What follows belongs to an exercise in optimizing a design on an open flow for small area; a production flow would make more cautious choices.
No run shown here included a check of the RTL's function; only the layout flow was run.
Power figures rest on the tool's default switching activity, not on a simulated workload.

==> flow/design.v (outline; a module is shown in full before it is edited, if it fits) <==
// module firFa: 10 lines
// module firHa: 9 lines
// module firHold: 9 lines
// module eegFirFilter: 1317 lines
module eegFirFilter (
    input logic clk,
    input logic reset,
    input logic [12:0] sampleIn,
    output logic [30:0] filterOut
);
  // ...
==> flow/flow/run.sh <==
#!/bin/bash
# Layout flow: the standard ORFS flow, with the port buffers made from the
# smallest buffer cell (every input and output port still gets its own buffer).
set -euo pipefail
bash standard.sh "BUFFER_PORTS_ARGS=-buffer_cell sky130_fd_sc_hd__buf_1" finish > standard_flow.log 2>&1
==> flow/standard.sh <==
#!/bin/bash
# synth_recipe.tcl (not shown) runs the flow's synth.tcl, then flattens the netlist and writes it again
# the make line also repeats each setting of config.mk as NAME=value (left out here)
make -C /OpenROAD-flow-scripts/flow DESIGN_CONFIG=/design/flow/config.mk WORK_HOME=/design/flow/orfs CLKGATE_MAP_FILE= SYNTH_SCRIPT=/design/flow/synth_recipe.tcl "${@:-finish}"
==> flow/config.mk <==
export PLATFORM = sky130hd
export DESIGN_NAME = eegFirFilter
export DESIGN_NICKNAME = eegFirFilter
export VERILOG_FILES = /design/flow/design.v
export SDC_FILE = /design/flow/constraint.sdc
export NUM_CORES = 4
export LEC_CHECK = 0
export ABC_AREA = 0
export CAP_MARGIN = 20
export CORE_MARGIN = 2
export CORE_UTILIZATION = 75
export CTS_BUF_LIST = sky130_fd_sc_hd__clkbuf_8
export CTS_CLUSTER_DIAMETER = 70
export CTS_CLUSTER_SIZE = 16
export PLACE_DENSITY = 0.85
export SLEW_MARGIN = 20
export SYNTH_HIERARCHICAL = 1
export SYNTH_MINIMUM_KEEP_SIZE = 0
==> flow/constraint.sdc <==
create_clock -name core_clock -period 6.0 [get_ports {clk}]
set_input_delay 1.2000 -clock core_clock [delete_from_list [all_inputs] [get_ports {clk}]]
set_output_delay 1.2000 -clock core_clock [all_outputs]
set_load 0.01 [all_outputs]
==> summary.txt, run 1 <==
clock tree root driver cell=sky130_fd_sc_hd__clkbuf_8; achievable clock frequency=between 150 and 200 MHz; critical-path cell with the highest stage delay=sky130_fd_sc_hd__fa_1; peak per-stage delay on the critical path=around 0.63 ns; met3 wire length=between 2000 and 3000 um; die span in x=approximately 150 um; met1 usage in global routing=a little over two fifths; clock slew at the register clock pins of the worst setup and hold paths=around 0.1 ns; critical path's most frequent cell=sky130_fd_sc_hd__fa_1; net switching component of the power=~0.0012 W; worst ir drop on vdd=roughly 0.0002 V; vertical die dimension=between 150 and 200 um; clock network latency to the later pin of the worst-skew pair=~0.60 ns; heaviest power group=sequential cells; vias in the first global route=roughly 9800; met3 usage=under 10%; Post-Place Setup Slack=0.05316 ns; clk cell area share=under 10%; post-synthesis adder-cell area fraction=45.27%; flops & latches, synth=~320; commonest non-fill, non-tap cell in the layout=sky130_fd_sc_hd__fa_1; Setup CP Type=reg2reg; Mapped Avg Cell Area=about 15 um^2; Routed WL=between 30000 and 40000 um; leakage power figure=7.890 nW; number of clock sinks seen by CTS=~320; most instantiated library cell after synthesis=sky130_fd_sc_hd__fa_1; finished layout cell area=between 15000 and 20000 um^2; run status=no timing/DRC/antenna violations
==> run 2, diff against run 1 <==
--- a/flow/design.v
+++ b/flow/design.v
@@ -133,46 +133,46 @@
     logic r3_30;
     logic r2_31;
     logic r3_32;
     logic r2_33;
     logic r3_34;
     logic r2_35;
     logic r3_36;
     logic r2_37;
-    logic r3_38;
+    logic r2_38;
     logic r2_39;
     logic r2_40;
-    logic r2_41;
-    logic r3_42;
-    logic r2_43;
+    logic r3_41;
+    logic r2_42;
+    logic r3_43;
     logic r2_44;
-    logic r3_45;
+    logic r2_45;
     logic r2_46;
-    logic r2_47;
-    logic r3_48;
-    logic r2_49;
+    logic r3_47;
+    logic r2_48;
+    logic r3_49;
     logic r2_50;
-    logic r3_51;
-    logic r2_52;
+    logic r2_51;
+    logic r3_52;
     logic r2_53;
-    logic r3_54;
-    logic r2_55;
+    logic r2_54;
+    logic r3_55;
     logic r2_56;
     logic r2_57;
-    logic r3_58;
+    logic r2_58;
     logic r3_59;
     logic r3_60;
-    logic r2_61;
+    logic r3_61;
     logic r2_62;
-    logic r3_63;
+    logic r2_63;
     logic r3_64;
     logic r3_65;
-    logic r2_66;
-    logic r3_67;
+    logic r3_66;
+    logic r2_67;
     logic r3_68;
     logic r3_69;
     logic r3_70;
     logic r3_71;
     logic r3_72;
     logic r3_73;
     logic r3_74;
     logic r3_75;
@@ -183,16 +183,18 @@
     logic r3_80;
     logic r3_81;
     logic r3_82;
     logic r3_83;
     logic r3_84;
     logic r3_85;
     logic r3_86;
     logic r3_87;
+    logic r3_88;
+    logic r3_89;
     always_ff @(posedge clk) begin
         v1 <= sampleIn[12] & ~reset;
         v2 <= v1 & ~reset;
         v3 <= v2 & ~reset;
         v4 <= v3 & ~reset;
     end
     always_ff @(posedge clk) begin
         d1[0] <= sampleIn[0];
@@ -813,471 +815,458 @@
     wire n267 = ~n104s;
     wire n268s, n268c;
     firFa u268 (.a(n165), .b(n267), .c(n266c), .s(n268s), .co(n268c));
     wire n269 = ~n104c;
     wire n270s, n270c;
     firFa u270 (.a(n167), .b(n269), .c(n268c), .s(n270s), .co(n270c));
     wire n271 = r3_23 ^ r3_24;
     wire n272 = r3_23 & ~r3_24;
-    wire n273 = ~n1s;
-    wire n274s, n274c;
-    firFa u274 (.a(w8[0]), .b(n273), .c(n121s), .s(n274s), .co(n274c));
-    wire n275 = n274s ^ n150s;
-    wire n276 = n274s & ~n150s;
-    wire n277 = w8[1] ^ n2s;
-    wire n278 = w8[1] | ~n2s;
+    wire n273 = n1s ^ w8[0];
+    wire n274 = n1s | ~w8[0];
+    wire n275 = ~n121s;
+    wire n276s, n276c;
+    firFa u276 (.a(n273), .b(n275), .c(n150s), .s(n276s), .co(n276c));
+    wire n277 = ~w8[1];
+    wire n278s, n278c;
+    firFa u278 (.a(n277), .b(n274), .c(n2s), .s(n278s), .co(n278c));
     wire n279s, n279c;
-    firFa u279 (.a(n277), .b(n274c), .c(n276), .s(n279s), .co(n279c));
-    wire n280 = ~n151s;
-    wire n281s, n281c;
-    firFa u281 (.a(n135s), .b(n280), .c(n279s), .s(n281s), .co(n281c));
-    wire n282 = ~w8[2];
-    wire n283s, n283c;
-    firFa u283 (.a(n282), .b(n1s), .c(n27s), .s(n283s), .co(n283c));
-    wire n284 = ~n283s;
+    firFa u279 (.a(n276c), .b(n278s), .c(n151s), .s(n279s), .co(n279c));
+    wire n280 = n279s ^ n135s;
+    wire n281 = n279s & ~n135s;
+    wire n282s, n282c;
+    firHa u282 (.a(w8[2]), .b(n53s), .s(n282s), .co(n282c));
+    wire n283 = ~n282s;
+    wire n284s, n284c;
+    firFa u284 (.a(n1s), .b(n27s), .c(n283), .s(n284s), .co(n284c));
     wire n285s, n285c;
-    firFa u285 (.a(n53s), .b(n284), .c(n278), .s(n285s), .co(n285c));
-    wire n286 = ~n3s;
-    wire n287s, n287c;
-    firFa u287 (.a(n286), .b(n285s), .c(n279c), .s(n287s), .co(n287c));
+    firFa u285 (.a(n3s), .b(n278c), .c(n284s), .s(n285s), .co(n285c));
+    wire n286s, n286c;
+    firFa u286 (.a(n285s), .b(n279c), .c(n281), .s(n286s), .co(n286c));
+    wire n287 = ~n193;
     wire n288s, n288c;
-    firFa u288 (.a(n281c), .b(n287s), .c(n193), .s(n288s), .co(n288c));
-    wire n289 = n288s ^ n245;
-    wire n290 = n288s & ~n245;
+    firFa u288 (.a(n287), .b(n245), .c(n286s), .s(n288s), .co(n288c));
+    wire n289 = ~w8[3];
+    wire n290s, n290c;
+    firFa u290 (.a(n289), .b(n66s), .c(n40s), .s(n290s), .co(n290c));
     wire n291s, n291c;
-    firHa u291 (.a(n66s), .b(n40s), .s(n291s), .co(n291c));
-    wire n292s, n292c;
-    firFa u292 (.a(n291s), .b(n2s), .c(n28s), .s(n292s), .co(n292c));
-    wire n293 = ~n283c;
+    firFa u291 (.a(n2s), .b(n28s), .c(n290s), .s(n291s), .co(n291c));
+    wire n292 = ~n284c;
+    wire n293s, n293c;
+    firFa u293 (.a(n282c), .b(n169), .c(n292), .s(n293s), .co(n293c));
     wire n294s, n294c;
-    firFa u294 (.a(w8[3]), .b(n293), .c(n169), .s(n294s), .co(n294c));
-    wire n295 = ~n292s;
+    firFa u294 (.a(n291s), .b(n4s), .c(n285c), .s(n294s), .co(n294c));
+    wire n295 = ~n293s;
     wire n296s, n296c;
-    firFa u296 (.a(n295), .b(n285c), .c(n294s), .s(n296s), .co(n296c));
-    wire n297 = ~n4s;
-    wire n298s, n298c;
-    firFa u298 (.a(n297), .b(n296s), .c(n287c), .s(n298s), .co(n298c));
-    wire n299s, n299c;
-    firFa u299 (.a(n298s), .b(n288c), .c(n196s), .s(n299s), .co(n299c));
-    wire n300 = ~n248s;
+    firFa u296 (.a(n295), .b(n294s), .c(n286c), .s(n296s), .co(n296c));
+    wire n297s, n297c;
+    firFa u297 (.a(n248s), .b(n288c), .c(n296s), .s(n297s), .co(n297c));
+    wire n298 = n297s ^ n196s;
+    wire n299 = n297s & ~n196s;
+    wire n300 = ~w8[4];
     wire n301s, n301c;
-    firFa u301 (.a(n300), .b(n290), .c(n299s), .s(n301s), .co(n301c));
-    wire n302 = ~w8[4];
+    firFa u301 (.a(n300), .b(n121s), .c(n290c), .s(n301s), .co(n301c));
+    wire n302s, n302c;
+    firFa u302 (.a(n219), .b(n105s), .c(n3s), .s(n302s), .co(n302c));
     wire n303s, n303c;
-    firFa u303 (.a(n302), .b(n291c), .c(n121s), .s(n303s), .co(n303c));
-    wire n304s, n304c;
-    firFa u304 (.a(n219), .b(n105s), .c(n303s), .s(n304s), .co(n304c));
+    firFa u303 (.a(n29s), .b(n291c), .c(n301s), .s(n303s), .co(n303c));
+    wire n304 = ~n302s;
     wire n305s, n305c;
-    firFa u305 (.a(n3s), .b(n29s), .c(n292c), .s(n305s), .co(n305c));
-    wire n306 = ~n304s;
-    wire n307s, n307c;
-    firFa u307 (.a(n294c), .b(n306), .c(n172s), .s(n307s), .co(n307c));
-    wire n308 = ~n296c;
+    firFa u305 (.a(n172s), .b(n304), .c(n293c), .s(n305s), .co(n305c));
+    wire n306s, n306c;
+    firFa u306 (.a(n303s), .b(n5s), .c(n294c), .s(n306s), .co(n306c));
+    wire n307 = ~n305s;
+    wire n308s, n308c;
+    firFa u308 (.a(n307), .b(n306s), .c(n296c), .s(n308s), .co(n308c));
     wire n309s, n309c;
-    firFa u309 (.a(n305s), .b(n308), .c(n5s), .s(n309s), .co(n309c));
-    wire n310 = ~n309s;
+    firFa u309 (.a(n250s), .b(n297c), .c(n308s), .s(n309s), .co(n309c));
+    wire n310 = ~n198s;
     wire n311s, n311c;
-    firFa u311 (.a(n307s), .b(n310), .c(n298c), .s(n311s), .co(n311c));
-    wire n312s, n312c;
-    firFa u312 (.a(n311s), .b(n198s), .c(n299c), .s(n312s), .co(n312c));
-    wire n313 = ~n250s;
+    firFa u311 (.a(n310), .b(n299), .c(n309s), .s(n311s), .co(n311c));
+    wire n312 = ~w8[5];
+    wire n313s, n313c;
+    firFa u313 (.a(n312), .b(n150s), .c(n301c), .s(n313s), .co(n313c));
     wire n314s, n314c;
-    firFa u314 (.a(n313), .b(n301c), .c(n312s), .s(n314s), .co(n314c));
-    wire n315 = ~w8[5];
+    firFa u314 (.a(n135s), .b(n4s), .c(n30s), .s(n314s), .co(n314c));
+    wire n315s, n315c;
+    firFa u315 (.a(n302c), .b(n106s), .c(n222s), .s(n315s), .co(n315c));
     wire n316s, n316c;
-    firFa u316 (.a(n315), .b(n150s), .c(n303c), .s(n316s), .co(n316c));
-    wire n317s, n317c;
-    firFa u317 (.a(n135s), .b(n304c), .c(n316s), .s(n317s), .co(n317c));
+    firFa u316 (.a(n303c), .b(n313s), .c(n314s), .s(n316s), .co(n316c));
+    wire n317 = ~n315s;
     wire n318s, n318c;
-    firFa u318 (.a(n4s), .b(n30s), .c(n305c), .s(n318s), .co(n318c));
+    firFa u318 (.a(n174s), .b(n317), .c(n305c), .s(n318s), .co(n318c));
     wire n319s, n319c;
-    firFa u319 (.a(n106s), .b(n222s), .c(n317s), .s(n319s), .co(n319c));
+    firFa u319 (.a(n6s), .b(n306c), .c(n316s), .s(n319s), .co(n319c));
     wire n320 = ~n318s;
     wire n321s, n321c;
-    firFa u321 (.a(n174s), .b(n320), .c(n307c), .s(n321s), .co(n321c));
+    firFa u321 (.a(n320), .b(n319s), .c(n308c), .s(n321s), .co(n321c));
     wire n322s, n322c;
-    firFa u322 (.a(n6s), .b(n309c), .c(n319s), .s(n322s), .co(n322c));
-    wire n323 = ~n322s;
+    firFa u322 (.a(n252s), .b(n309c), .c(n321s), .s(n322s), .co(n322c));
+    wire n323 = ~n200s;
     wire n324s, n324c;
-    firFa u324 (.a(n321s), .b(n323), .c(n311c), .s(n324s), .co(n324c));
-    wire n325s, n325c;
-    firFa u325 (.a(n324s), .b(n200s), .c(n312c), .s(n325s), .co(n325c));
-    wire n326 = ~n252s;
+    firFa u324 (.a(n323), .b(n311c), .c(n322s), .s(n324s), .co(n324c));
+    wire n325 = ~w8[6];
+    wire n326s, n326c;
+    firFa u326 (.a(n325), .b(n151s), .c(n313c), .s(n326s), .co(n326c));
     wire n327s, n327c;
-    firFa u327 (.a(n326), .b(n314c), .c(n325s), .s(n327s), .co(n327c));
+    firFa u327 (.a(n5s), .b(n31s), .c(n314c), .s(n327s), .co(n327c));
     wire n328s, n328c;
-    firHa u328 (.a(n316c), .b(n151s), .s(n328s), .co(n328c));
+    firFa u328 (.a(n107s), .b(n224s), .c(n315c), .s(n328s), .co(n328c));
     wire n329s, n329c;
-    firFa u329 (.a(n328s), .b(n317c), .c(n5s), .s(n329s), .co(n329c));
-    wire n330s, n330c;
-    firFa u330 (.a(n31s), .b(n318c), .c(n107s), .s(n330s), .co(n330c));
+    firFa u329 (.a(n326s), .b(n193), .c(n316c), .s(n329s), .co(n329c));
+    wire n330 = ~n176s;
     wire n331s, n331c;
-    firFa u331 (.a(n224s), .b(n193), .c(n319c), .s(n331s), .co(n331c));
-    wire n332 = ~n329s;
-    wire n333s, n333c;
-    firFa u333 (.a(w8[6]), .b(n176s), .c(n332), .s(n333s), .co(n333c));
+    firFa u331 (.a(n330), .b(n327s), .c(n328s), .s(n331s), .co(n331c));
+    wire n332s, n332c;
+    firFa u332 (.a(n7s), .b(n319c), .c(n329s), .s(n332s), .co(n332c));
+    wire n333 = ~n318c;
     wire n334s, n334c;
-    firFa u334 (.a(n330s), .b(n7s), .c(n322c), .s(n334s), .co(n334c));
-    wire n335 = ~n331s;
+    firFa u334 (.a(n333), .b(n331s), .c(n332s), .s(n334s), .co(n334c));
+    wire n335s, n335c;
+    firFa u335 (.a(n334s), .b(n321c), .c(n254s), .s(n335s), .co(n335c));
     wire n336s, n336c;
-    firFa u336 (.a(n321c), .b(n335), .c(n333s), .s(n336s), .co(n336c));
-    wire n337 = ~n334s;
-    wire n338s, n338c;
-    firFa u338 (.a(n337), .b(n324c), .c(n336s), .s(n338s), .co(n338c));
+    firFa u336 (.a(r2_37), .b(r2_38), .c(r2_39), .s(n336s), .co(n336c));
+    wire n337 = n336s ^ r2_40;
+    wire n338 = n336s & ~r2_40;
     wire n339s, n339c;
-    firFa u339 (.a(n338s), .b(n202s), .c(n325c), .s(n339s), .co(n339c));
-    wire n340 = ~n254s;
+    firFa u339 (.a(n53s), .b(n40s), .c(n326c), .s(n339s), .co(n339c));
+    wire n340s, n340c;
+    firFa u340 (.a(n245), .b(n6s), .c(n32s), .s(n340s), .co(n340c));
     wire n341s, n341c;
-    firFa u341 (.a(n340), .b(n327c), .c(n339s), .s(n341s), .co(n341c));
+    firFa u341 (.a(n327c), .b(n108s), .c(n226s), .s(n341s), .co(n341c));
     wire n342s, n342c;
-    firFa u342 (.a(n53s), .b(n40s), .c(n328c), .s(n342s), .co(n342c));
+    firFa u342 (.a(n328c), .b(n339s), .c(n340s), .s(n342s), .co(n342c));
     wire n343s, n343c;
-    firFa u343 (.a(n342s), .b(n245), .c(n6s), .s(n343s), .co(n343c));
+    firFa u343 (.a(n329c), .b(n341s), .c(n331c), .s(n343s), .co(n343c));
     wire n344s, n344c;
-    firFa u344 (.a(n32s), .b(n329c), .c(n108s), .s(n344s), .co(n344c));
+    firFa u344 (.a(n196s), .b(n342s), .c(n332c), .s(n344s), .co(n344c));
     wire n345s, n345c;
-    firFa u345 (.a(n226s), .b(n330c), .c(n331c), .s(n345s), .co(n345c));
+    firFa u345 (.a(n343s), .b(n334c), .c(n344s), .s(n345s), .co(n345c));
     wire n346 = ~n178s;
     wire n347s, n347c;
-    firFa u347 (.a(n343s), .b(n346), .c(n344s), .s(n347s), .co(n347c));
+    firFa u347 (.a(n346), .b(n345s), .c(n335c), .s(n347s), .co(n347c));
     wire n348s, n348c;
-    firFa u348 (.a(n196s), .b(n334c), .c(n345s), .s(n348s), .co(n348c));
-    wire n349 = ~n347s;
+    firFa u348 (.a(r2_42), .b(n336c), .c(n8s), .s(n348s), .co(n348c));
+    wire n349 = ~w8[7];
     wire n350s, n350c;
-    firFa u350 (.a(n333c), .b(n336c), .c(n349), .s(n350s), .co(n350c));
-    wire n351 = ~n348s;
+    firFa u350 (.a(n349), .b(n338), .c(n348s), .s(n350s), .co(n350c));
+    wire n351 = ~n204s;
     wire n352s, n352c;
-    firFa u352 (.a(n351), .b(n338c), .c(n350s), .s(n352s), .co(n352c));
+    firFa u352 (.a(n350s), .b(n351), .c(n256s), .s(n352s), .co(n352c));
     wire n353s, n353c;
-    firFa u353 (.a(r2_39), .b(r2_40), .c(r2_41), .s(n353s), .co(n353c));
-    wire n354 = ~n8s;
+    firFa u353 (.a(n169), .b(n219), .c(n339c), .s(n353s), .co(n353c));
+    wire n354s, n354c;
+    firFa u354 (.a(n7s), .b(n33s), .c(n340c), .s(n354s), .co(n354c));
     wire n355s, n355c;
-    firFa u355 (.a(w8[7]), .b(n354), .c(n353s), .s(n355s), .co(n355c));
-    wire n356 = ~n256s;
+    firFa u355 (.a(n109s), .b(n228s), .c(n341c), .s(n355s), .co(n355c));
+    wire n356s, n356c;
+    firFa u356 (.a(n353s), .b(n248s), .c(n342c), .s(n356s), .co(n356c));
     wire n357s, n357c;
-    firFa u357 (.a(n355s), .b(n204s), .c(n356), .s(n357s), .co(n357c));
+    firFa u357 (.a(n354s), .b(n355s), .c(n343c), .s(n357s), .co(n357c));
     wire n358s, n358c;
-    firHa u358 (.a(n169), .b(n219), .s(n358s), .co(n358c));
+    firFa u358 (.a(n198s), .b(n356s), .c(n344c), .s(n358s), .co(n358c));
     wire n359s, n359c;
-    firFa u359 (.a(n358s), .b(n342c), .c(n7s), .s(n359s), .co(n359c));
-    wire n360s, n360c;
-    firFa u360 (.a(n33s), .b(n343c), .c(n109s), .s(n360s), .co(n360c));
+    firFa u359 (.a(n357s), .b(n345c), .c(n358s), .s(n359s), .co(n359c));
+    wire n360 = ~r2_44;
     wire n361s, n361c;
-    firFa u361 (.a(n228s), .b(n344c), .c(n248s), .s(n361s), .co(n361c));
+    firFa u361 (.a(n360), .b(r2_45), .c(r2_46), .s(n361s), .co(n361c));
     wire n362s, n362c;
-    firFa u362 (.a(n345c), .b(n359s), .c(n360s), .s(n362s), .co(n362c));
-    wire n363s, n363c;
-    firFa u363 (.a(n347c), .b(n198s), .c(n361s), .s(n363s), .co(n363c));
-    wire n364 = ~n180s;
+    firFa u362 (.a(n361s), .b(n9s), .c(n348c), .s(n362s), .co(n362c));
+    wire n363 = ~w8[8];
+    wire n364s, n364c;
+    firFa u364 (.a(n363), .b(n350c), .c(n362s), .s(n364s), .co(n364c));
     wire n365s, n365c;
-    firFa u365 (.a(n364), .b(n348c), .c(n362s), .s(n365s), .co(n365c));
-    wire n366 = ~n350c;
-    wire n367s, n367c;
-    firFa u367 (.a(n366), .b(n363s), .c(n365s), .s(n367s), .co(n367c));
-    wire n368 = ~r2_44;
+    firFa u365 (.a(n364s), .b(n258s), .c(n352c), .s(n365s), .co(n365c));
+    wire n366 = n365s ^ n206s;
+    wire n367 = n365s & ~n206s;
+    wire n368s, n368c;
+    firFa u368 (.a(n172s), .b(n222s), .c(n353c), .s(n368s), .co(n368c));
     wire n369s, n369c;
-    firFa u369 (.a(r2_43), .b(n368), .c(w8[8]), .s(n369s), .co(n369c));
+    firFa u369 (.a(n354c), .b(n110s), .c(n230s), .s(n369s), .co(n369c));
     wire n370s, n370c;
-    firFa u370 (.a(n353c), .b(n369s), .c(n355c), .s(n370s), .co(n370c));
-    wire n371 = ~n9s;
+    firFa u370 (.a(n355c), .b(n368s), .c(n250s), .s(n370s), .co(n370c));
+    wire n371s, n371c;
+    firFa u371 (.a(n356c), .b(n369s), .c(n357c), .s(n371s), .co(n371c));
     wire n372s, n372c;
-    firFa u372 (.a(n371), .b(n370s), .c(n206s), .s(n372s), .co(n372c));
-    wire n373 = ~n258s;
+    firFa u372 (.a(n200s), .b(n370s), .c(n358c), .s(n372s), .co(n372c));
+    wire n373s, n373c;
+    firFa u373 (.a(n371s), .b(n359c), .c(n372s), .s(n373s), .co(n373c));
     wire n374s, n374c;
-    firFa u374 (.a(n373), .b(n357c), .c(n372s), .s(n374s), .co(n374c));
-    wire n375s, n375c;
-    firFa u375 (.a(n358c), .b(n172s), .c(n222s), .s(n375s), .co(n375c));
+    firFa u374 (.a(r2_48), .b(n8s), .c(n34s), .s(n374s), .co(n374c));
+    wire n375 = ~n361c;
     wire n376s, n376c;
-    firFa u376 (.a(n375s), .b(n359c), .c(n110s), .s(n376s), .co(n376c));
+    firFa u376 (.a(w8[9]), .b(n375), .c(n182s), .s(n376s), .co(n376c));
     wire n377s, n377c;
-    firFa u377 (.a(n230s), .b(n360c), .c(n250s), .s(n377s), .co(n377c));
-    wire n378s, n378c;
-    firFa u378 (.a(n361c), .b(n362c), .c(n376s), .s(n378s), .co(n378c));
+    firFa u377 (.a(n374s), .b(n10s), .c(n362c), .s(n377s), .co(n377c));
+    wire n378 = ~n376s;
     wire n379s, n379c;
-    firFa u379 (.a(n200s), .b(n363c), .c(n377s), .s(n379s), .co(n379c));
+    firFa u379 (.a(n378), .b(n364c), .c(n377s), .s(n379s), .co(n379c));
     wire n380s, n380c;
-    firFa u380 (.a(n365c), .b(n378s), .c(n379s), .s(n380s), .co(n380c));
-    wire n381 = ~w8[9];
+    firFa u380 (.a(n379s), .b(n260s), .c(n365c), .s(n380s), .co(n380c));
+    wire n381 = ~n208s;
     wire n382s, n382c;
-    firFa u382 (.a(r2_46), .b(r2_47), .c(n381), .s(n382s), .co(n382c));
+    firFa u382 (.a(n381), .b(n367), .c(n380s), .s(n382s), .co(n382c));
     wire n383s, n383c;
-    firFa u383 (.a(n8s), .b(n34s), .c(n382s), .s(n383s), .co(n383c));
-    wire n384 = ~n383s;
+    firFa u383 (.a(n174s), .b(n224s), .c(n368c), .s(n383s), .co(n383c));
+    wire n384s, n384c;
+    firFa u384 (.a(n369c), .b(n383s), .c(n252s), .s(n384s), .co(n384c));
     wire n385s, n385c;
-    firFa u385 (.a(n369c), .b(n182s), .c(n384), .s(n385s), .co(n385c));
-    wire n386 = ~n10s;
-    wire n387s, n387c;
-    firFa u387 (.a(n386), .b(n370c), .c(n385s), .s(n387s), .co(n387c));
+    firFa u385 (.a(n370c), .b(n371c), .c(n202s), .s(n385s), .co(n385c));
+    wire n386s, n386c;
+    firFa u386 (.a(n384s), .b(n372c), .c(n385s), .s(n386s), .co(n386c));
+    wire n387 = ~w8[10];
     wire n388s, n388c;
-    firFa u388 (.a(n387s), .b(n208s), .c(n372c), .s(n388s), .co(n388c));
-    wire n389 = ~n260s;
+    firFa u388 (.a(r2_50), .b(r2_51), .c(n387), .s(n388s), .co(n388c));
+    wire n389s, n389c;
+    firFa u389 (.a(n388s), .b(n9s), .c(n35s), .s(n389s), .co(n389c));
     wire n390s, n390c;
-    firFa u390 (.a(n389), .b(n374c), .c(n388s), .s(n390s), .co(n390c));
-    wire n391s, n391c;
-    firFa u391 (.a(n174s), .b(n224s), .c(n375c), .s(n391s), .co(n391c));
+    firFa u390 (.a(n374c), .b(n111s), .c(n232s), .s(n390s), .co(n390c));
+    wire n391 = ~n389s;
     wire n392s, n392c;
-    firFa u392 (.a(n391s), .b(n376c), .c(n252s), .s(n392s), .co(n392c));
+    firFa u392 (.a(n184s), .b(n376c), .c(n391), .s(n392s), .co(n392c));
     wire n393s, n393c;
-    firFa u393 (.a(n377c), .b(n378c), .c(n202s), .s(n393s), .co(n393c));
-    wire n394s, n394c;
-    firFa u394 (.a(n379c), .b(n392s), .c(n393s), .s(n394s), .co(n394c));
-    wire n395 = ~w8[10];
+    firFa u393 (.a(n390s), .b(n11s), .c(n377c), .s(n393s), .co(n393c));
+    wire n394 = ~n392s;
+    wire n395s, n395c;
+    firFa u395 (.a(n394), .b(n379c), .c(n393s), .s(n395s), .co(n395c));
     wire n396s, n396c;
-    firFa u396 (.a(r2_49), .b(r2_50), .c(n395), .s(n396s), .co(n396c));
-    wire n397s, n397c;
-    firFa u397 (.a(n382c), .b(n396s), .c(n9s), .s(n397s), .co(n397c));
+    firFa u396 (.a(n395s), .b(n262s), .c(n380c), .s(n396s), .co(n396c));
+    wire n397 = ~n210s;
     wire n398s, n398c;
-    firFa u398 (.a(n35s), .b(n111s), .c(n232s), .s(n398s), .co(n398c));
-    wire n399s, n399c;
-    firFa u399 (.a(n383c), .b(n397s), .c(n398s), .s(n399s), .co(n399c));
-    wire n400 = ~n11s;
+    firFa u398 (.a(n397), .b(n382c), .c(n396s), .s(n398s), .co(n398c));
+    wire n399 = n176s ^ n226s;
+    wire n400 = n176s | n226s;
     wire n401s, n401c;
-    firFa u401 (.a(n184s), .b(n385c), .c(n400), .s(n401s), .co(n401c));
-    wire n402 = ~n399s;
+    firFa u401 (.a(n383c), .b(n254s), .c(n384c), .s(n401s), .co(n401c));
+    wire n402 = ~n399;
     wire n403s, n403c;
-    firFa u403 (.a(n402), .b(n387c), .c(n401s), .s(n403s), .co(n403c));
+    firFa u403 (.a(n402), .b(n385c), .c(n401s), .s(n403s), .co(n403c));
     wire n404s, n404c;
-    firFa u404 (.a(n403s), .b(n210s), .c(n388c), .s(n404s), .co(n404c));
-    wire n405 = ~n262s;
+    firFa u404 (.a(r2_53), .b(r2_54), .c(w8[11]), .s(n404s), .co(n404c));
+    wire n405s, n405c;
+    firFa u405 (.a(n404s), .b(n388c), .c(n10s), .s(n405s), .co(n405c));
     wire n406s, n406c;
-    firFa u406 (.a(n405), .b(n390c), .c(n404s), .s(n406s), .co(n406c));
+    firFa u406 (.a(n36s), .b(n389c), .c(n112s), .s(n406s), .co(n406c));
     wire n407s, n407c;
-    firHa u407 (.a(n176s), .b(n226s), .s(n407s), .co(n407c));
-    wire n408s, n408c;
-    firFa u408 (.a(n391c), .b(n407s), .c(n254s), .s(n408s), .co(n408c));
+    firFa u407 (.a(n234s), .b(n390c), .c(n405s), .s(n407s), .co(n407c));
+    wire n408 = ~n406s;
     wire n409s, n409c;
-    firFa u409 (.a(n392c), .b(n393c), .c(n408s), .s(n409s), .co(n409c));
+    firFa u409 (.a(n186s), .b(n408), .c(n392c), .s(n409s), .co(n409c));
     wire n410s, n410c;
-    firFa u410 (.a(r2_52), .b(r2_53), .c(w8[11]), .s(n410s), .co(n410c));
-    wire n411s, n411c;
-    firFa u411 (.a(n410s), .b(n396c), .c(n10s), .s(n411s), .co(n411c));
+    firFa u410 (.a(n204s), .b(n393c), .c(n407s), .s(n410s), .co(n410c));
+    wire n411 = ~n395c;
     wire n412s, n412c;
-    firFa u412 (.a(n36s), .b(n397c), .c(n112s), .s(n412s), .co(n412c));
+    firFa u412 (.a(n13s), .b(n409s), .c(n411), .s(n412s), .co(n412c));
     wire n413s, n413c;
-    firFa u413 (.a(n234s), .b(n398c), .c(n411s), .s(n413s), .co(n413c));
-    wire n414s, n414c;
-    firFa u414 (.a(n399c), .b(n412s), .c(n204s), .s(n414s), .co(n414c));
+    firFa u413 (.a(n410s), .b(n396c), .c(n264s), .s(n413s), .co(n413c));
+    wire n414 = ~n398c;
     wire n415s, n415c;
-    firFa u415 (.a(n186s), .b(n13s), .c(n401c), .s(n415s), .co(n415c));
-    wire n416 = ~n403c;
-    wire n417s, n417c;
-    firFa u417 (.a(n413s), .b(n414s), .c(n416), .s(n417s), .co(n417c));
+    firFa u415 (.a(n412s), .b(n212s), .c(n414), .s(n415s), .co(n415c));
+    wire n416 = n413s ^ n415s;
+    wire n417 = n413s & ~n415s;
     wire n418s, n418c;
-    firFa u418 (.a(n415s), .b(n404c), .c(n212s), .s(n418s), .co(n418c));
-    wire n419 = ~n406c;
+    firFa u418 (.a(n400), .b(n178s), .c(n228s), .s(n418s), .co(n418c));
+    wire n419s, n419c;
+    firFa u419 (.a(r2_56), .b(r2_57), .c(r2_58), .s(n419s), .co(n419c));
     wire n420s, n420c;
-    firFa u420 (.a(n417s), .b(n264s), .c(n419), .s(n420s), .co(n420c));
-    wire n421 = n418s ^ n420s;
-    wire n422 = n418s & ~n420s;
+    firFa u420 (.a(n404c), .b(n419s), .c(n11s), .s(n420s), .co(n420c));
+    wire n421s, n421c;
+    firFa u421 (.a(n37s), .b(n405c), .c(n113s), .s(n421s), .co(n421c));
+    wire n422s, n422c;
+    firFa u422 (.a(n236s), .b(n406c), .c(n256s), .s(n422s), .co(n422c));
     wire n423s, n423c;
-    firFa u423 (.a(n407c), .b(n178s), .c(n228s), .s(n423s), .co(n423c));
+    firFa u423 (.a(n407c), .b(n420s), .c(n421s), .s(n423s), .co(n423c));
     wire n424s, n424c;
-    firFa u424 (.a(r2_55), .b(r2_56), .c(r2_57), .s(n424s), .co(n424c));
+    firFa u424 (.a(n13c), .b(n188s), .c(n409c), .s(n424s), .co(n424c));
     wire n425s, n425c;
-    firFa u425 (.a(n410c), .b(n424s), .c(n11s), .s(n425s), .co(n425c));
-    wire n426s, n426c;
-    firFa u426 (.a(n37s), .b(n411c), .c(n113s), .s(n426s), .co(n426c));
+    firFa u425 (.a(n206s), .b(n422s), .c(n410c), .s(n425s), .co(n425c));
+    wire n426 = ~n423s;
     wire n427s, n427c;
-    firFa u427 (.a(n236s), .b(n412c), .c(n256s), .s(n427s), .co(n427c));
-    wire n428 = ~n413c;
+    firFa u427 (.a(n426), .b(n424s), .c(n412c), .s(n427s), .co(n427c));
+    wire n428s, n428c;
+    firFa u428 (.a(n425s), .b(n413c), .c(n214s), .s(n428s), .co(n428c));
     wire n429s, n429c;
-    firFa u429 (.a(n13c), .b(n188s), .c(n428), .s(n429s), .co(n429c));
-    wire n430s, n430c;
-    firFa u430 (.a(n425s), .b(n426s), .c(n206s), .s(n430s), .co(n430c));
-    wire n431 = ~n415c;
-    wire n432s, n432c;
-    firFa u432 (.a(n414c), .b(n427s), .c(n431), .s(n432s), .co(n432c));
-    wire n433s, n433c;
-    firFa u433 (.a(n430s), .b(n417c), .c(n432s), .s(n433s), .co(n433c));
-    wire n434 = ~n433s;
+    firFa u429 (.a(n427s), .b(n266s), .c(n415c), .s(n429s), .co(n429c));
+    wire n430 = ~r3_61;
+    wire n431s, n431c;
+    firFa u431 (.a(r3_59), .b(r3_60), .c(n430), .s(n431s), .co(n431c));
+    wire n432 = n180s ^ n230s;
+    wire n433 = n180s | n230s;
+    wire n434 = ~r2_63;
     wire n435s, n435c;
-    firFa u435 (.a(n429s), .b(n434), .c(n418c), .s(n435s), .co(n435c));
-    wire n436 = ~n266s;
+    firFa u435 (.a(r2_62), .b(n434), .c(n419c), .s(n435s), .co(n435c));
+    wire n436s, n436c;
+    firFa u436 (.a(n435s), .b(n420c), .c(n114s), .s(n436s), .co(n436c));
     wire n437s, n437c;
-    firFa u437 (.a(n214s), .b(n436), .c(n420c), .s(n437s), .co(n437c));
-    wire n438 = ~r3_60;
+    firFa u437 (.a(n238s), .b(n421c), .c(n258s), .s(n437s), .co(n437c));
+    wire n438 = ~n422c;
     wire n439s, n439c;
-    firFa u439 (.a(r3_58), .b(r3_59), .c(n438), .s(n439s), .co(n439c));
+    firFa u439 (.a(n13s), .b(n39s), .c(n438), .s(n439s), .co(n439c));
     wire n440s, n440c;
-    firHa u440 (.a(n180s), .b(n230s), .s(n440s), .co(n440c));
-    wire n441s, n441c;
-    firFa u441 (.a(r2_61), .b(r2_62), .c(n424c), .s(n441s), .co(n441c));
+    firFa u440 (.a(n423c), .b(n436s), .c(n190s), .s(n440s), .co(n440c));
+    wire n441 = ~n424c;
     wire n442s, n442c;
-    firFa u442 (.a(n441s), .b(n425c), .c(n114s), .s(n442s), .co(n442c));
-    wire n443 = ~n13s;
-    wire n444s, n444c;
-    firFa u444 (.a(n238s), .b(n426c), .c(n443), .s(n444s), .co(n444c));
-    wire n445 = ~n39s;
-    wire n446s, n446c;
-    firFa u446 (.a(n445), .b(n258s), .c(n427c), .s(n446s), .co(n446c));
+    firFa u442 (.a(n208s), .b(n441), .c(n437s), .s(n442s), .co(n442c));
+    wire n443s, n443c;
+    firFa u443 (.a(n425c), .b(n440s), .c(n442s), .s(n443s), .co(n443c));
+    wire n444 = ~n443s;
+    wire n445s, n445c;
+    firFa u445 (.a(n439s), .b(n427c), .c(n444), .s(n445s), .co(n445c));
+    wire n446 = ~n428c;
     wire n447s, n447c;
-    firFa u447 (.a(n442s), .b(n190s), .c(n208s), .s(n447s), .co(n447c));
-    wire n448s, n448c;
-    firFa u448 (.a(n430c), .b(n444s), .c(n446s), .s(n448s), .co(n448c));
+    firFa u447 (.a(n445s), .b(n268s), .c(n446), .s(n447s), .co(n447c));
+    wire n448 = ~r3_64;
     wire n449s, n449c;
-    firFa u449 (.a(n432c), .b(n447s), .c(n448s), .s(n449s), .co(n449c));
-    wire n450 = ~n429c;
-    wire n451s, n451c;
-    firFa u451 (.a(n450), .b(n433c), .c(n449s), .s(n451s), .co(n451c));
-    wire n452 = ~n451s;
-    wire n453s, n453c;
-    firFa u453 (.a(n452), .b(n435c), .c(n268s), .s(n453s), .co(n453c));
-    wire n454 = ~r3_65;
+    firFa u449 (.a(n448), .b(r3_65), .c(r3_66), .s(n449s), .co(n449c));
+    wire n450 = n431c ^ n449s;
+    wire n451 = n431c & ~n449s;
+    wire n452 = r2_67 ^ n435c;
+    wire n453 = r2_67 | n435c;
+    wire n454 = ~n452;
     wire n455s, n455c;
-    firFa u455 (.a(r3_63), .b(r3_64), .c(n454), .s(n455s), .co(n455c));
-    wire n456 = n439c ^ n455s;
-    wire n457 = n439c & ~n455s;
+    firFa u455 (.a(n182s), .b(n232s), .c(n454), .s(n455s), .co(n455c));
+    wire n456 = ~n455s;
+    wire n457s, n457c;
+    firFa u457 (.a(n456), .b(n13c), .c(n39c), .s(n457s), .co(n457c));
     wire n458s, n458c;
-    firHa u458 (.a(r2_66), .b(n441c), .s(n458s), .co(n458c));
+    firFa u458 (.a(n436c), .b(n260s), .c(n437c), .s(n458s), .co(n458c));
     wire n459s, n459c;
-    firFa u459 (.a(n182s), .b(n232s), .c(n458s), .s(n459s), .co(n459c));
-    wire n460 = ~n459s;
+    firFa u459 (.a(n457s), .b(n240s), .c(n439c), .s(n459s), .co(n459c));
+    wire n460s, n460c;
+    firFa u460 (.a(n116s), .b(n192s), .c(n440c), .s(n460s), .co(n460c));
     wire n461s, n461c;
-    firFa u461 (.a(n460), .b(n13c), .c(n39c), .s(n461s), .co(n461c));
-    wire n462 = ~n442c;
-    wire n463s, n463c;
-    firFa u463 (.a(n462), .b(n461s), .c(n240s), .s(n463s), .co(n463c));
+    firFa u461 (.a(n210s), .b(n458s), .c(n442c), .s(n461s), .co(n461c));
+    wire n462s, n462c;
+    firFa u462 (.a(n460s), .b(n443c), .c(n461s), .s(n462s), .co(n462c));
+    wire n463 = ~n462s;
     wire n464s, n464c;
-    firFa u464 (.a(n444c), .b(n260s), .c(n446c), .s(n464s), .co(n464c));
+    firFa u464 (.a(n459s), .b(n463), .c(n445c), .s(n464s), .co(n464c));
     wire n465s, n465c;
-    firFa u465 (.a(n116s), .b(n192s), .c(n210s), .s(n465s), .co(n465c));
-    wire n466s, n466c;
-    firFa u466 (.a(n447c), .b(n448c), .c(n464s), .s(n466s), .co(n466c));
+    firFa u465 (.a(r3_68), .b(r3_69), .c(r3_70), .s(n465s), .co(n465c));
+    wire n466 = ~r3_71;
     wire n467s, n467c;
-    firFa u467 (.a(n465s), .b(n449c), .c(n466s), .s(n467s), .co(n467c));
-    wire n468 = ~n463s;
-    wire n469s, n469c;
-    firFa u469 (.a(n468), .b(n451c), .c(n467s), .s(n469s), .co(n469c));
-    wire n470 = ~r3_67;
-    wire n471s, n471c;
-    firFa u471 (.a(n470), .b(r3_68), .c(r3_69), .s(n471s), .co(n471c));
-    wire n472 = ~n471s;
+    firFa u467 (.a(n466), .b(n465s), .c(n449c), .s(n467s), .co(n467c));
+    wire n468 = n451 ^ n467s;
+    wire n469 = n451 & ~n467s;
+    wire n470 = n453 ^ n184s;
+    wire n471 = n453 | n184s;
+    wire n472 = ~n470;
     wire n473s, n473c;
-    firFa u473 (.a(r3_70), .b(n455c), .c(n472), .s(n473s), .co(n473c));
-    wire n474 = n457 ^ n473s;
-    wire n475 = n457 & ~n473s;
+    firFa u473 (.a(n234s), .b(n455c), .c(n472), .s(n473s), .co(n473c));
+    wire n474s, n474c;
+    firFa u474 (.a(n473s), .b(n192c), .c(n262s), .s(n474s), .co(n474c));
+    wire n475s, n475c;
+    firFa u475 (.a(n457c), .b(n242s), .c(n459c), .s(n475s), .co(n475c));
     wire n476s, n476c;
-    firHa u476 (.a(n458c), .b(n184s), .s(n476s), .co(n476c));
-    wire n477s, n477c;
-    firFa u477 (.a(n234s), .b(n459c), .c(n476s), .s(n477s), .co(n477c));
-    wire n478 = ~n461c;
+    firFa u476 (.a(n458c), .b(n460c), .c(n474s), .s(n476s), .co(n476c));
+    wire n477 = ~n461c;
+    wire n478s, n478c;
+    firFa u478 (.a(n118s), .b(n477), .c(n475s), .s(n478s), .co(n478c));
     wire n479s, n479c;
-    firFa u479 (.a(n477s), .b(n478), .c(n192c), .s(n479s), .co(n479c));
-    wire n480 = ~n262s;
+    firFa u479 (.a(n212s), .b(n476s), .c(n462c), .s(n479s), .co(n479c));
+    wire n480 = ~n479s;
     wire n481s, n481c;
-    firFa u481 (.a(n242s), .b(n463c), .c(n480), .s(n481s), .co(n481c));
+    firFa u481 (.a(n478s), .b(n480), .c(n464c), .s(n481s), .co(n481c));
     wire n482s, n482c;
-    firFa u482 (.a(n464c), .b(n479s), .c(n465c), .s(n482s), .co(n482c));
-    wire n483 = ~n466c;
+    firFa u482 (.a(r3_72), .b(n271), .c(n465c), .s(n482s), .co(n482c));
+    wire n483 = ~r3_73;
     wire n484s, n484c;
-    firFa u484 (.a(n118s), .b(n483), .c(n481s), .s(n484s), .co(n484c));
-    wire n485s, n485c;
-    firFa u485 (.a(n212s), .b(n482s), .c(n467c), .s(n485s), .co(n485c));
-    wire n486 = ~n484s;
+    firFa u484 (.a(n483), .b(n482s), .c(n467c), .s(n484s), .co(n484c));
+    wire n485 = n469 ^ n484s;
+    wire n486 = n469 & ~n484s;
     wire n487s, n487c;
-    firFa u487 (.a(n486), .b(n469c), .c(n485s), .s(n487s), .co(n487c));
-    wire n488 = ~n271;
-    wire n489s, n489c;
-    firFa u489 (.a(r3_71), .b(r3_72), .c(n488), .s(n489s), .co(n489c));
-    wire n490 = ~n471c;
+    firFa u487 (.a(n471), .b(n186s), .c(n236s), .s(n487s), .co(n487c));
+    wire n488s, n488c;
+    firFa u488 (.a(n473c), .b(n487s), .c(n119), .s(n488s), .co(n488c));
+    wire n489 = ~n474c;
+    wire n490s, n490c;
+    firFa u490 (.a(n243), .b(n489), .c(n475c), .s(n490s), .co(n490c));
     wire n491s, n491c;
-    firFa u491 (.a(n490), .b(n489s), .c(n473c), .s(n491s), .co(n491c));
-    wire n492 = n475 ^ n491s;
-    wire n493 = n475 & ~n491s;
+    firFa u491 (.a(n264s), .b(n488s), .c(n476c), .s(n491s), .co(n491c));
+    wire n492s, n492c;
+    firFa u492 (.a(n490s), .b(n478c), .c(n214s), .s(n492s), .co(n492c));
+    wire n493 = ~n492s;
     wire n494s, n494c;
-    firHa u494 (.a(n476c), .b(n186s), .s(n494s), .co(n494c));
-    wire n495s, n495c;
-    firFa u495 (.a(n236s), .b(n477c), .c(n494s), .s(n495s), .co(n495c));
+    firFa u494 (.a(n491s), .b(n479c), .c(n493), .s(n494s), .co(n494c));
+    wire n495 = ~r3_74;
     wire n496s, n496c;
-    firFa u496 (.a(n495s), .b(n119), .c(n479c), .s(n496s), .co(n496c));
-    wire n497 = ~n264s;
+    firFa u496 (.a(n495), .b(r3_75), .c(n272), .s(n496s), .co(n496c));
+    wire n497 = ~n496s;
     wire n498s, n498c;
-    firFa u498 (.a(n243), .b(n481c), .c(n497), .s(n498s), .co(n498c));
-    wire n499 = ~n484c;
-    wire n500s, n500c;
-    firFa u500 (.a(n496s), .b(n482c), .c(n499), .s(n500s), .co(n500c));
-    wire n501 = ~n485c;
-    wire n502s, n502c;
-    firFa u502 (.a(n214s), .b(n498s), .c(n501), .s(n502s), .co(n502c));
-    wire n503 = ~r3_75;
+    firFa u498 (.a(n497), .b(n482c), .c(n484c), .s(n498s), .co(n498c));
+    wire n499 = n486 ^ n498s;
+    wire n500 = n486 & ~n498s;
+    wire n501 = n188s ^ n238s;
+    wire n502 = n188s | n238s;
+    wire n503 = ~n501;
     wire n504s, n504c;
-    firFa u504 (.a(r3_73), .b(r3_74), .c(n503), .s(n504s), .co(n504c));
-    wire n505s, n505c;
-    firFa u505 (.a(n272), .b(n504s), .c(n489c), .s(n505s), .co(n505c));
-    wire n506 = ~n493;
-    wire n507s, n507c;
-    firFa u507 (.a(n505s), .b(n491c), .c(n506), .s(n507s), .co(n507c));
+    firFa u504 (.a(n487c), .b(n503), .c(n244), .s(n504s), .co(n504c));
+    wire n505 = ~n120;
+    wire n506s, n506c;
+    firFa u506 (.a(n505), .b(n504s), .c(n488c), .s(n506s), .co(n506c));
+    wire n507 = ~n506s;
     wire n508s, n508c;
-    firHa u508 (.a(n494c), .b(n188s), .s(n508s), .co(n508c));
-    wire n509s, n509c;
-    firFa u509 (.a(n238s), .b(n495c), .c(n508s), .s(n509s), .co(n509c));
-    wire n510 = ~n120;
-    wire n511s, n511c;
-    firFa u511 (.a(n509s), .b(n244), .c(n510), .s(n511s), .co(n511c));
-    wire n512 = ~n498c;
-    wire n513s, n513c;
-    firFa u513 (.a(n496c), .b(n511s), .c(n512), .s(n513s), .co(n513c));
-    wire n514 = ~n500c;
-    wire n515s, n515c;
-    firFa u515 (.a(n266s), .b(n514), .c(n216s), .s(n515s), .co(n515c));
-    wire n516 = ~r3_76;
-    wire n517s, n517c;
-    firFa u517 (.a(n516), .b(r3_77), .c(r3_78), .s(n517s), .co(n517c));
-    wire n518 = ~n517s;
-    wire n519s, n519c;
-    firFa u519 (.a(n504c), .b(n518), .c(n505c), .s(n519s), .co(n519c));
-    wire n520 = n519s ^ n507c;
-    wire n521 = n519s | n507c;
-    wire n522 = n190s ^ n240s;
-    wire n523 = n190s | n240s;
+    firFa u508 (.a(n490c), .b(n266s), .c(n507), .s(n508s), .co(n508c));
+    wire n509 = ~n491c;
+    wire n510s, n510c;
+    firFa u510 (.a(n509), .b(n492c), .c(n216s), .s(n510s), .co(n510c));
+    wire n511 = ~r3_78;
+    wire n512s, n512c;
+    firFa u512 (.a(r3_76), .b(r3_77), .c(n511), .s(n512s), .co(n512c));
+    wire n513 = ~n496c;
+    wire n514s, n514c;
+    firFa u514 (.a(n512s), .b(n513), .c(n498c), .s(n514s), .co(n514c));
+    wire n515 = n500 ^ n514s;
+    wire n516 = n500 & ~n514s;
+    wire n517 = ~n502;
+    wire n518s, n518c;
+    firFa u518 (.a(n517), .b(n190s), .c(n240s), .s(n518s), .co(n518c));
+    wire n519 = ~n518s;
+    wire n520s, n520c;
+    firFa u520 (.a(n519), .b(n504c), .c(n506c), .s(n520s), .co(n520c));
+    wire n521s, n521c;
+    firFa u521 (.a(r3_79), .b(r3_80), .c(r3_71), .s(n521s), .co(n521c));
+    wire n522s, n522c;
+    firFa u522 (.a(r3_81), .b(n521s), .c(n512c), .s(n522s), .co(n522c));
+    wire n523 = ~r3_82;
     wire n524s, n524c;
-    firFa u524 (.a(n508c), .b(n509c), .c(n522), .s(n524s), .co(n524c));
-    wire n525s, n525c;
-    firFa u525 (.a(n524s), .b(n511c), .c(n513c), .s(n525s), .co(n525c));
-    wire n526s, n526c;
-    firFa u526 (.a(r3_79), .b(r3_70), .c(r3_80), .s(n526s), .co(n526c));
-    wire n527 = ~r3_81;
-    wire n528s, n528c;
-    firFa u528 (.a(n527), .b(n526s), .c(n517c), .s(n528s), .co(n528c));
-    wire n529 = ~n528s;
+    firFa u524 (.a(n523), .b(n522s), .c(n514c), .s(n524s), .co(n524c));
+    wire n525 = n516 ^ n524s;
+    wire n526 = n516 & ~n524s;
+    wire n527s, n527c;
+    firHa u527 (.a(n192s), .b(n242s), .s(n527s), .co(n527c));
+    wire n528 = ~r3_85;
+    wire n529s, n529c;
+    firFa u529 (.a(r3_83), .b(r3_84), .c(n528), .s(n529s), .co(n529c));
     wire n530s, n530c;
-    firFa u530 (.a(n529), .b(n519c), .c(n521), .s(n530s), .co(n530c));
+    firFa u530 (.a(r3_73), .b(r3_69), .c(n521c), .s(n530s), .co(n530c));
     wire n531s, n531c;
-    firFa u531 (.a(n523), .b(n192s), .c(n242s), .s(n531s), .co(n531c));
-    wire n532s, n532c;
-    firFa u532 (.a(r3_82), .b(r3_71), .c(r3_68), .s(n532s), .co(n532c));
-    wire n533 = ~n526c;
+    firFa u531 (.a(n529s), .b(n530s), .c(n522c), .s(n531s), .co(n531c));
+    wire n532 = ~n526;
+    wire n533s, n533c;
+    firFa u533 (.a(n531s), .b(n524c), .c(n532), .s(n533s), .co(n533c));
     wire n534s, n534c;
-    firFa u534 (.a(r3_83), .b(r3_84), .c(n533), .s(n534s), .co(n534c));
-    wire n535 = ~n534s;
+    firHa u534 (.a(n192c), .b(n243), .s(n534s), .co(n534c));
+    wire n535s, n535c;
+    firFa u535 (.a(r3_86), .b(r3_87), .c(n271), .s(n535s), .co(n535c));
     wire n536s, n536c;
-    firFa u536 (.a(n532s), .b(n528c), .c(n535), .s(n536s), .co(n536c));
-    wire n537 = n536s ^ n530c;
-    wire n538 = n536s & ~n530c;
-    wire n539s, n539c;
-    firFa u539 (.a(n192c), .b(n243), .c(n531c), .s(n539s), .co(n539c));
-    wire n540s, n540c;
-    firFa u540 (.a(r3_85), .b(n271), .c(n532c), .s(n540s), .co(n540c));
-    wire n541 = ~n534c;
-    wire n542s, n542c;
-    firFa u542 (.a(n540s), .b(n541), .c(n536c), .s(n542s), .co(n542c));
+    firFa u536 (.a(n529c), .b(n535s), .c(n530c), .s(n536s), .co(n536c));
+    wire n537s, n537c;
+    firFa u537 (.a(n536s), .b(n531c), .c(n533c), .s(n537s), .co(n537c));
+    wire n538 = n244 ^ n534c;
+    wire n539 = n244 | ~n534c;
+    wire n540 = ~n535c;
+    wire n541s, n541c;
+    firFa u541 (.a(r3_88), .b(n272), .c(n540), .s(n541s), .co(n541c));
+    wire n542 = ~n541s;
     wire n543s, n543c;
-    firHa u543 (.a(n542s), .b(n538), .s(n543s), .co(n543c));
-    wire n544 = ~r3_87;
+    firFa u543 (.a(n542), .b(n536c), .c(n537c), .s(n543s), .co(n543c));
+    wire n544 = ~n543c;
     wire n545s, n545c;
-    firFa u545 (.a(r3_86), .b(n544), .c(n272), .s(n545s), .co(n545c));
-    wire n546 = ~n545s;
-    wire n547s, n547c;
-    firFa u547 (.a(n546), .b(n540c), .c(n542c), .s(n547s), .co(n547c));
-    wire n548s, n548c;
-    firHa u548 (.a(n547s), .b(n543c), .s(n548s), .co(n548c));
-    wire n549 = ~n545c;
-    wire n550s, n550c;
-    firFa u550 (.a(n549), .b(n547c), .c(n548c), .s(n550s), .co(n550c));
+    firFa u545 (.a(r3_89), .b(n541c), .c(n544), .s(n545s), .co(n545c));
     always_ff @(posedge clk) begin
         r2_0 <= n7c;
         r2_1 <= n20c;
         r2_2 <= n33c;
         r2_3 <= n46c;
         r2_4 <= n59c;
         r2_5 <= n72c;
         r2_6 <= n85c;
@@ -1294,100 +1283,102 @@
         r2_17 <= n202c;
         r2_18 <= n85s;
         r2_19 <= n98s;
         r2_20 <= n230c;
         r2_21 <= n97s;
         r2_22 <= n254c;
         r3_23 <= n168;
         r3_24 <= n270c;
-        r2_25 <= n275;
+        r2_25 <= n276s;
         r3_26 <= r2_25;
-        r2_27 <= n281s;
+        r2_27 <= n280;
         r3_28 <= r2_27;
-        r2_29 <= n289;
+        r2_29 <= n288s;
         r3_30 <= r2_29;
-        r2_31 <= n301s;
+        r2_31 <= n298;
         r3_32 <= r2_31;
-        r2_33 <= n314s;
+        r2_33 <= n311s;
         r3_34 <= r2_33;
-        r2_35 <= n327s;
+        r2_35 <= n324s;
         r3_36 <= r2_35;
-        r2_37 <= n341s;
-        r3_38 <= r2_37;
-        r2_39 <= n352s;
-        r2_40 <= n339c;
-        r2_41 <= n341c;
-        r3_42 <= n357s;
-        r2_43 <= n352c;
-        r2_44 <= n367s;
-        r3_45 <= n374s;
-        r2_46 <= n367c;
-        r2_47 <= n380s;
-        r3_48 <= n390s;
-        r2_49 <= n380c;
-        r2_50 <= n394s;
-        r3_51 <= n406s;
-        r2_52 <= n394c;
-        r2_53 <= n409s;
-        r3_54 <= n421;
-        r2_55 <= n423s;
-        r2_56 <= n408c;
-        r2_57 <= n409c;
-        r3_58 <= n435s;
-        r3_59 <= n422;
-        r3_60 <= n437s;
-        r2_61 <= n423c;
-        r2_62 <= n440s;
-        r3_63 <= n216s;
-        r3_64 <= n437c;
-        r3_65 <= n453s;
-        r2_66 <= n440c;
-        r3_67 <= n469s;
-        r3_68 <= n270s;
-        r3_69 <= n453c;
-        r3_70 <= n218s;
-        r3_71 <= n218c;
-        r3_72 <= n487s;
-        r3_73 <= n500s;
-        r3_74 <= n487c;
-        r3_75 <= n502s;
-        r3_76 <= n513s;
-        r3_77 <= n502c;
-        r3_78 <= n515s;
+        r2_37 <= n322c;
+        r2_38 <= n335s;
+        r2_39 <= n324c;
+        r2_40 <= n202s;
+        r3_41 <= n337;
+        r2_42 <= n347s;
+        r3_43 <= n352s;
+        r2_44 <= n180s;
+        r2_45 <= n359s;
+        r2_46 <= n347c;
+        r3_47 <= n366;
+        r2_48 <= n373s;
+        r3_49 <= n382s;
+        r2_50 <= n373c;
+        r2_51 <= n386s;
+        r3_52 <= n398s;
+        r2_53 <= n386c;
+        r2_54 <= n403s;
+        r3_55 <= n416;
+        r2_56 <= n418s;
+        r2_57 <= n401c;
+        r2_58 <= n403c;
+        r3_59 <= n428s;
+        r3_60 <= n417;
+        r3_61 <= n429s;
+        r2_62 <= n418c;
+        r2_63 <= n432;
+        r3_64 <= n216s;
+        r3_65 <= n429c;
+        r3_66 <= n447s;
+        r2_67 <= n433;
+        r3_68 <= n464s;
+        r3_69 <= n270s;
+        r3_70 <= n447c;
+        r3_71 <= n218s;
+        r3_72 <= n481s;
+        r3_73 <= n218c;
+        r3_74 <= n481c;
+        r3_75 <= n494s;
+        r3_76 <= n508s;
+        r3_77 <= n510s;
+        r3_78 <= n494c;
         r3_79 <= n268s;
-        r3_80 <= n515c;
-        r3_81 <= n525s;
-        r3_82 <= n531s;
-        r3_83 <= n524c;
-        r3_84 <= n525c;
-        r3_85 <= n539s;
-        r3_86 <= n244;
-        r3_87 <= n539c;
+        r3_80 <= n508c;
+        r3_81 <= n510c;
+        r3_82 <= n520s;
+        r3_83 <= n518c;
+        r3_84 <= n527s;
+        r3_85 <= n520c;
+        r3_86 <= n527c;
+        r3_87 <= n534s;
+        r3_88 <= n538;
+        r3_89 <= n539;
     end
     logic [23:0] sum;
     assign sum[0] = ~r3_26;
     assign sum[1] = r3_28;
     assign sum[2] = ~r3_30;
     assign sum[3] = r3_32;
-    assign sum[4] = r3_34;
-    assign sum[5] = r3_36;
-    assign sum[6] = r3_38;
-    assign sum[7] = r3_42;
-    assign sum[8] = r3_45;
-    assign sum[9] = r3_48;
-    assign sum[10] = r3_51;
-    assign sum[11] = ~r3_54;
-    assign sum[12] = n439s;
-    assign sum[13] = ~n456;
-    assign sum[14] = ~n474;
-    assign sum[15] = ~n492;
-    assign sum[16] = ~n507s;
-    assign sum[17] = n520;
-    assign sum[18] = ~n530s;
-    assign sum[19] = ~n537;
-    assign sum[20] = n543s;
-    assign sum[21] = n548s;
-    assign sum[22] = n550s;
-    assign sum[23] = ~n550c;
+    assign sum[4] = ~r3_34;
+    assign sum[5] = ~r3_36;
+    assign sum[6] = r3_41;
+    assign sum[7] = ~r3_43;
+    assign sum[8] = r3_47;
+    assign sum[9] = ~r3_49;
+    assign sum[10] = ~r3_52;
+    assign sum[11] = r3_55;
+    assign sum[12] = ~n431s;
+    assign sum[13] = n450;
+    assign sum[14] = n468;
+    assign sum[15] = n485;
+    assign sum[16] = n499;
+    assign sum[17] = n515;
+    assign sum[18] = n525;
+    assign sum[19] = n533s;
+    assign sum[20] = n537s;
+    assign sum[21] = n543s;
+    assign sum[22] = ~n545s;
+    assign sum[23] = n545c;
     assign filterOut = {v4, outCount == 5'd17, {6{sum[23]}}, sum[22:0]};
 endmodule
 `default_nettype wire
==> run 2 against run 1 <==
Against the previous run:
- the layout now fails its checks (negative setup slack)
- via count rose by 1.2%
- sequential power rose by 2%
- synthesized area rose by 0.51%
- first-iteration DRC count rose by 3.1%
- critical path depth rose by 4
- critical path type is now reg2out
- largest power group unchanged
- non-clock buffer count rose by 9
==> summary.txt, run 2 <==
run status=finished with violations (was no timing/DRC/antenna violations); layout checks that failed=negative setup slack; combinational family with the most area after synthesis=adder cells (unchanged); P_int=0.003295 W (was 0.002980 W); number of clock sinks seen by CTS=320 (was 318); portion of total power attributed to the clock network=22.8% (was 24.7%); transition time of the tightest slew-check pin=0.8547 ns (was 0.8521 ns); crit path DAT=5.17 ns (was 6.38 ns); post-synthesis adder-cell area fraction=45.04% (was 45.27%); fraction of synthesized cell area taken by the top area cell type=41.74% (was 41.95%); number of top-level design ports=46 (unchanged); effective utilization at floorplan=76.48% (was 76.33%); clock network latency to the later pin of the worst-skew pair=0.59 ns (was 0.60 ns); destination of the worst hold path=r3_34 (was r3_36); net switching component of the power=0.001431 W (was 0.001221 W); count of antenna-violating nets left after detailed routing=0 (unchanged); RSZ-0062 raised after global routing=yes; number of instances in the synthesized netlist=1142 (was 1129); wire length per cell=22.32 um (was 23.01 um); leakage power figure=7.954 nW (was 7.890 nW); commonest non-fill, non-tap cells in the layout=321 x sky130_fd_sc_hd__fa_1, 313 x sky130_fd_sc_hd__dfxtp_1, 204 x sky130_fd_sc_hd__a22o_1 (was 337 x sky130_fd_sc_hd__fa_1, 315 x sky130_fd_sc_hd__dfxtp_1, 204 x sky130_fd_sc_hd__a22o_1); Final nets=1613 (was 1592); CTS tree=done (unchanged); die span in x=153.2 um (was 152.8 um); maxcap violations=0 (unchanged); number of vias in the routed layout=9094 (was 8985); sequential-to-total area share from yosys stat=38.38% (was 38.34%); number of buffers created by CTS=24 (unchanged); Max Buffers Root-to-Sink=3 (unchanged); drt first-iter violations=777 (was 754); weighted congestion at the end of routability-driven global placement=0.9188 (was 0.9225); overall routing resource usage=29.92% (was 29.38%); share of synthesized flip-flops with an asynchronous set or reset=0% (unchanged); synthesis warning total=14 (unchanged); min setup slack post-route=-0.3747 ns (was 0.08015 ns); Hold/Removal Path Class=reg2reg (unchanged); endpoint kind of the worst setup timing path=primary output (was register); top cells by instance count after synthesis=348 x sky130_fd_sc_hd__fa_1, 320 x sky130_fd_sc_hd__dfxtp_1, 204 x sky130_fd_sc_hd__a22o_1 (was 348 x sky130_fd_sc_hd__fa_1, 318 x sky130_fd_sc_hd__dfxtp_1, 204 x sky130_fd_sc_hd__a22o_1); critical path data required time=4.80 ns (was 6.46 ns); largest net degree at the start of global routing=86 (unchanged); shortest period the worst path allows=6.375 ns (was 5.920 ns); std cell rows=54 (unchanged); area added between synthesis and finish=6.335% (was 5.176%); filler instances=1163 (was 1177); mux contribution to synthesized area=0% (unchanged); Pwr per Cell Area=266.3 nW/um^2 (was 240.5 nW/um^2); fin. max-slew vios=0 (unchanged); sequential power share=48.5% (was 53.6%); R2R cell count=12 (unchanged); routed vias/inst=6.112 (was 6.121); wire length of the first global-routing pass=53710 um (was 52440 um); post-synthesis share of cell area spent on xor and xnor gates=0.1049% (was 0.1055%); core box area=21820 um^2 (was 21760 um^2); Routed WL=33210 um (was 33780 um); vertical die dimension=153.2 um (was 152.8 um); Setup-failing EPs final=8 (was 0); iteration count of the initial detailed-routing pass=5 (unchanged); CP Launch Type=register (unchanged); total die area=23460 um^2 (was 23350 um^2); share of post-route cells with drive strength above 1=8.113% (was 4.714%); number of antenna violations at the first check in global routing=0 (was 1); reg-to-reg critical path endpoint=r2_51 (was r2_53); combinational share of power=28.7% (was 21.6%); leading cell types by total area after synthesis=sky130_fd_sc_hd__fa_1 42%, sky130_fd_sc_hd__dfxtp_1 38%, sky130_fd_sc_hd__a22o_1 11% (unchanged); Non-Filler Instances=1488 (was 1468); slack of the worst reg-to-reg path=0.08 ns (about the same); skew final=0.03565 ns (was 0.02892 ns); Post-synth EDFFs=0 (unchanged); number of distinct library cells after synthesis=19 (unchanged); placed cell count=1455 (was 1439); most instantiated flip-flop cell in the synthesis netlist=sky130_fd_sc_hd__dfxtp_1 (unchanged); count of input and output buffers=45 (unchanged); hold_sp=r2_33 (was r2_35); Switching Fraction=30.29% (was 29.07%); Antenna Diode Count=0 (unchanged); total grt overflow=0 (unchanged); Post-Place Setup Slack=-0.1376 ns (was 0.05316 ns); compound-gate portion of the synthesized area=10.86% (was 10.92%); cell count of the worst hold path=0 (unchanged); synthesized-area fraction occupied by and/or/nand/nor cells=0.5997% (was 0.6028%); critical register-to-register path startpoint=w3[0] (was w5[0]); flops & latches, synth=320 (was 318); DRC violations left=0 (unchanged); level count of the clock H-tree=1 (unchanged); worst-path maximum fanout=2 (was 3); vias in the first global route=10083 (was 9839); post-synthesis net count=1549 (was 1536); Setup CP Type=reg2out (was reg2reg); Mapped Avg Cell Area=14.62 um^2 (was 14.71 um^2); detailed placement HPWL=26010 um (was 26820 um); Post-Synthesis Cell Area=16690 um^2 (was 16610 um^2); dominant cell type by area after synthesis=sky130_fd_sc_hd__fa_1 (unchanged); commonest non-fill, non-tap cell in the layout=sky130_fd_sc_hd__fa_1 (unchanged); most instantiated library cell after synthesis=sky130_fd_sc_hd__fa_1 (unchanged); achievable clock frequency=156.9 MHz (was 168.9 MHz); clock slew at the register clock pins of the worst setup and hold paths=0.09 ns (was 0.10 ns); Worst slew margin=43.02% (was 43.19%); count of endpoints failing hold in the final timing report=0 (unchanged); clock tree root driver cell=sky130_fd_sc_hd__clkbuf_8 (unchanged); portion of the clock cycle consumed by the worst path in the final layout=106.2% (was 98.66%); Setup TNS=-1.784 ns (was 0 ns); worst ir drop on vdd=0.0002339 V (was 0.0001998 V)
[run 2: cell count changes in the layout (fill, tap and decap cells not counted), sizes merged]
cell and delta:
buf +10, inv +9, dfxtp +2, bufinv +1
clkbuf -1, clkinv -1
[run 2: cell type report]
type	count	area, um^2	area share [%]
Multi-Input combinational cell	620	9573	53.94
Clock buffer	24	330.3	1.861
Tap cell	280	350.3	1.974
Timing Repair Buffer	60	341.6	1.925
Inverter	180	675.6	3.807
Sequential cell	320	6415	36.14
Clock inverter	4	62.56	0.3525
[run 2: metal layers]
| layer | wire [um] | track usage (%) | vias up | part of all wire (%) |
|---|---|---|---|---|
| li1 | - | - | 3839 | - |
| met1 | 13600 | 43.51 | 4788 | 41 |
| met2 | 15760 | 45.68 | 385 | 47 |
| met3 | 2818 | 7.825 | 82 | 8.5 |
| met4 | 1024 | 8.995 | 0 | 3.1 |
| met5 | 0 | 0 | - | 0 |
[run 2: how the worst max path moves through the flow]
stage,depth (start not counted),slack (ns),start,end
CTS,16,-0.41,r3_68,filterOut[22]
global route,16,-0.49,r3_69,filterOut[22]
floorplan,15,0.14,r3_69,filterOut[22]
detailed placement,16,-0.14,r3_68,filterOut[22]
finish,16,-0.37,r3_69,filterOut[22]
global placement,16,-0.02,r3_68,filterOut[22]
[run 2: power groups by stage]
stage / combinational (W) / sequential (W) / clock [W]
after floorplan: 0.00108 / 0.00233 / 0
after global placement: 0.00116 / 0.00234 / 0
after detailed placement: 0.00125 / 0.00234 / 0
after CTS: 0.00134 / 0.00229 / 0.00111
after global routing: 0.00158 / 0.00230 / 0.00117
final: 0.00136 / 0.00229 / 0.00108
[run 2: logic make-up after synthesis]
kind of cell               after synthesis
AOI/OAI and AO/OA                      208
xor gates and xnor gates                 2
adders and majority gates              392
buffers and inverters                  202
DFF                                    320
and+or+nand+nor                         18
[run 2: worst max-delay path, cell delays in order, from the launching register on]
cell,delay [ns]
sky130_fd_sc_hd__dfxtp_2,0.36
sky130_fd_sc_hd__fa_2,0.45
sky130_fd_sc_hd__fa_2,0.36
sky130_fd_sc_hd__fa_2,0.37
sky130_fd_sc_hd__fa_2,0.34
sky130_fd_sc_hd__fa_2,0.34
sky130_fd_sc_hd__fa_1,0.43
sky130_fd_sc_hd__inv_1,0.07
sky130_fd_sc_hd__ha_2,0.16
sky130_fd_sc_hd__inv_2,0.04
sky130_fd_sc_hd__fa_2,0.34
sky130_fd_sc_hd__fa_2,0.34
sky130_fd_sc_hd__fa_2,0.34
sky130_fd_sc_hd__inv_2,0.06
sky130_fd_sc_hd__fa_2,0.43
sky130_fd_sc_hd__inv_2,0.07
sky130_fd_sc_hd__buf_6,0.10
[run 2: per-stage QoR]
step                      instance area (um^2)  total power (W)  utilization (%)  hold WS (ns)
after floorplan                          16690         0.003414                -        0.3096
after global placement                   17150         0.003493            78.60        0.3105
after detailed placement                 17150         0.003591            78.60        0.3146
after CTS                                17660         0.004749            80.91        0.3295
after global routing                     17750         0.005058            81.33        0.3415
final                                    17750         0.004726            81.33        0.3302
[run 2: Yosys stat by module (local to each module, per instance)]
module | copies in the design | area (um^2) | flip-flops and latches | cells inside
firFa | 347 | 20.02 | 0 | 1
firHold | 204 | 8.758 | 0 | 1
eegFirFilter | 1 | 7770 | 320 | 576
firHa | 15 | 12.51 | 0 | 1
[run 2: repair_timing]
action | in CTS | in global routing
pin swaps | 6 | 6
setup endpoints to repair | 12 | 18
gates resized for setup | 35 | 22
hold buffers | 0 | 0
buffers inserted | 2 | 3

## separate check: timing with driven ports
The flow's constraints put no driver on any port. The routed layouts listed below were extracted and timed again, unchanged, in two steps.
Step 1 sets driving cells, clkbuf_16 on the clock port and buf_2 on the other inputs (assumed; they add their load-dependent delay and slew).
Step 2 times the ports against the registers' clock, not the clock port: input delays grow and output delays shrink by t, the midpoint of the rising clock arrivals with the driver on.
Three values: no drivers, after step 1, after step 2; two values: the first two.
run	t (ns)	setup WS [ns]	worst register clock-pin slew, ns
run 1	0.623	0.080 / 0.080 / 0.080	0.10 / 0.10
run 2	0.616	-0.375 / -0.417 / 0.078	0.10 / 0.10
